What follows belongs to an exercise in optimizing a design on an open flow for a short achievable clock period and few clock cycles per item; a production flow would make more cautious choices.
Where RTL was checked, it was by simulation tests only, not by an equivalence proof against the original.
No activity file was given, so power comes from the tool's default toggle rates.

v23:
==> flow/design.v (excerpt) <==
module array_stack_with_search_top #(
    parameter int DEPTH = asws_pkg::DEPTH_DEFAULT
) (
    input  logic                 i_clk,
    input  logic                 i_rst_n,
    input  logic                 start,
    output logic                 busy,
    input  logic [41:0]          i_item_bits,
    output logic                 o_strobe,
    output logic [42:0]          o_result_bits
);
==> flow/config.mk <==
export PLATFORM = sky130hd
export DESIGN_NAME = array_stack_with_search_top
export DESIGN_NICKNAME = array_stack_with_search_top
export VERILOG_FILES = /design/flow/design.v
export SDC_FILE = /design/flow/constraint.sdc
export NUM_CORES = 4
export LEC_CHECK = 0
export ABC_CLOCK_PERIOD_IN_PS = 2500
export CAP_MARGIN = 20
export CORE_MARGIN = 2
export CORE_UTILIZATION = 30
export SETUP_SLACK_MARGIN = 3.5
export SLEW_MARGIN = 20
export TNS_END_PERCENT = 100
==> flow/constraint.sdc <==
create_clock -name core_clock -period 6.0 [get_ports {i_clk}]
set_input_delay 1.2000 -clock core_clock [delete_from_list [all_inputs] [get_ports {i_clk}]]
set_output_delay 1.2000 -clock core_clock [all_outputs]
set_load 0.01 [all_outputs]
run.sh (not shown) runs the stock make flow with config.mk's settings and CLKGATE_MAP_FILE= SYNTH_SCRIPT=/design/flow/synth_recipe.tcl, a recipe that flattens the netlist after the stock synthesis.
Looking at the reports, v23 completed the entire flow and the layout it produced met the timing, DRC and antenna checks.
For v39, these inputs were changed with respect to v23:
--- a/flow/design.v
+++ b/flow/design.v
@@ -206,80 +206,76 @@
         for (int i = 0; i < DEPTH; i++) begin
             hit[i+1] = s2_occ[i] && (&s2_eqb[i]);
         end
         top_word = '0;
         for (int g = 0; g < NT; g++) begin
             top_word = top_word | s2_part[g];
         end
     end
     logic          s3_v;
     logic          s3_srch;
     logic [2:0]    s3_status;
     logic [PW-1:0] s3_pay;
-    logic [2:0]    s3_n [DEPTH/4];    
-    logic          s3_top;            
     always_ff @(posedge i_clk) begin
         s3_srch   <= s2_srch;
         s3_status <= s2_status;
         s3_pay    <= s2_srch ? hit : (s2_data ? PW'(top_word) : '0);
-        for (int k = 0; k < DEPTH / 4; k++) begin
-            s3_n[k] <= 3'(hit[4*k+1]) + 3'(hit[4*k+2]) + 3'(hit[4*k+3]) + 3'((k == DEPTH / 4 - 1) ? 1'b0 : hit[4*k+4]);
-        end
-        s3_top <= hit[DEPTH];
         if (!i_rst_n) begin
             s3_v <= 1'b0;
         end else begin
             s3_v <= s2_v;
         end
     end
     logic          s4_v,    s5_v,    s6_v,    s7_v;
     logic          s4_srch, s5_srch, s6_srch, s7_srch;
     logic [2:0]    s4_status, s5_status, s6_status, s7_status;
     logic [PW-1:0] s4_pay,  s5_pay,  s6_pay,  s7_pay;
     logic [NG-1:0] s4_gnz,  s5_gnz,  s6_gnz,  s7_gnz;
-    logic [3:0]    s4_c [DEPTH/8];
-    logic [4:0]    s5_c [DEPTH/16];
-    logic [5:0]    s6_c [2];
+    logic [3:0]    s4_c [NG];
+    logic [4:0]    s5_c [(NG + 1) / 2];
+    logic [6:0]    s6_c [2];
     logic [6:0]    s7_cnt;
     logic          s7_le1;
     always_ff @(posedge i_clk) begin
         s4_srch   <= s3_srch;
         s4_status <= s3_status;
         s4_pay    <= s3_pay;
         for (int g = 0; g < NG; g++) begin
+            logic [3:0] c;
+            c = '0;
+            for (int j = 0; j < G; j++) begin
+                c = c + 4'(s3_pay[g*G+j]);
+            end
+            s4_c[g]   <= c;
             s4_gnz[g] <= |s3_pay[g*G +: G];
         end
-        for (int k = 0; k < DEPTH / 8; k++) begin
-            s4_c[k] <= 4'(s3_n[2*k]) + 4'(s3_n[2*k+1]) + 4'((k == DEPTH / 8 - 1) ? s3_top : 1'b0);
-        end
         s5_srch   <= s4_srch;
         s5_status <= s4_status;
         s5_pay    <= s4_pay;
         s5_gnz    <= s4_gnz;
-        for (int k = 0; k < DEPTH / 16; k++) begin
-            s5_c[k] <= 5'(s4_c[2*k]) + 5'(s4_c[2*k+1]);
+        for (int k = 0; k < (NG + 1) / 2; k++) begin
+            s5_c[k] <= 5'(s4_c[2*k]) + ((2*k + 1 < NG) ? 5'(s4_c[(2*k + 1 < NG) ? 2*k + 1 : 0]) : 5'd0);
         end
         s6_srch   <= s5_srch;
         s6_status <= s5_status;
         s6_pay    <= s5_pay;
         s6_gnz    <= s5_gnz;
-        s6_c[0]   <= 6'(s5_c[0]) + 6'(s5_c[1]);
-        s6_c[1]   <= 6'(s5_c[2]) + 6'(s5_c[3]);
+        s6_c[0]   <= 7'(s5_c[0]) + 7'(s5_c[1]);
+        s6_c[1]   <= 7'(s5_c[2]) + 7'(s5_c[3]) + ((NG > 8) ? 7'(s5_c[(NG > 8) ? 4 : 0]) : 7'd0);
         s7_srch   <= s6_srch;
         s7_pay    <= s6_pay;
         s7_gnz    <= s6_gnz;
-        s7_cnt    <= 7'(s6_c[0]) + 7'(s6_c[1]);
+        s7_cnt    <= s6_c[0] + s6_c[1];
         s7_status <= (s6_srch && !(|s6_gnz)) ? asws_pkg::ST_NOMATCH : s6_status;
-        s7_le1    <= !s6_srch || ((s6_c[0] == 6'd0) && (s6_c[1] <= 6'd1))
-                              || ((s6_c[1] == 6'd0) && (s6_c[0] <= 6'd1));
+        s7_le1    <= !s6_srch || ((s6_c[0] + s6_c[1]) <= 7'd1);
         if (!i_rst_n) begin
             s4_v <= 1'b0;
             s5_v <= 1'b0;
             s6_v <= 1'b0;
             s7_v <= 1'b0;
         end else begin
             s4_v <= s3_v;
             s5_v <= s4_v;
             s6_v <= s5_v;
             s7_v <= s6_v;
         end
     end
==> results.txt <==
Power of the combinational group: v39 vs v23 up about 7%. Origin of the worst setup path: s3_pay[0] -> v39, r_busy -> v23. Diff v23 and v39: power density over the cells higher in v39. Compared with v23, in v39 critical path depth has increased; post-synthesis instance area has decreased; via count has remained practically unchanged; post-detailed-placement half-perimeter wirelength has increased. Looking only at hold slack, and setting everything else aside, the lower value of v23 and v39 goes to v23. Power drawn by the sequential cells across v23 and v39: no real change. Per the comparison of v39 with v23, fraction of area in registers shows a reduction of 0.42 points, net switching power figure shows an increase of 1.2%. Re clock distribution power: v23 and v39 aren't equal, and the higher value belongs to v39. In the reports, the flip-flop count of v39 falls short of that of v23. Die area for v39 is lower than for v23. v39 — worst slack at placement 0.41 ns lower, v23 as reference.
Testbench counts of v39, summed over its fixed seeds: cycles 9,266, items 4,800.
For v23, only the layout was checked, not whether the RTL still works.

static timing again, ports no longer ideal:
The results above use ideal ports. As a check the final layouts listed here were re-extracted and re-timed, cells and wires unchanged. Step 1, drivers: a clkbuf_16 drives i_clk and a buf_2 each remaining input, both assumed. Step 2 adds t to the input delays and takes it off the output delays; t is the mean of the earliest and latest rising clock arrival at the registers after step 1. Input paths then give back, and output paths get back, about the clock's delay inside the block. Slacks: ideal ports / drivers / drivers and shift; pairs: ideal ports / drivers.
run | t (ns) | setup WS [ns] | worst data-port slew with drivers (ns)
v23 | 1.099 | 3.085 / 2.974 / 2.825 | 0.04
v39 | 1.124 | 3.177 / 3.149 / 2.673 | 0.19
After both steps setup and hold are still met in every run listed. For v39, which loses most, drivers alone change the setup slack by -0.028 ns; drivers and shift together by -0.504 ns.
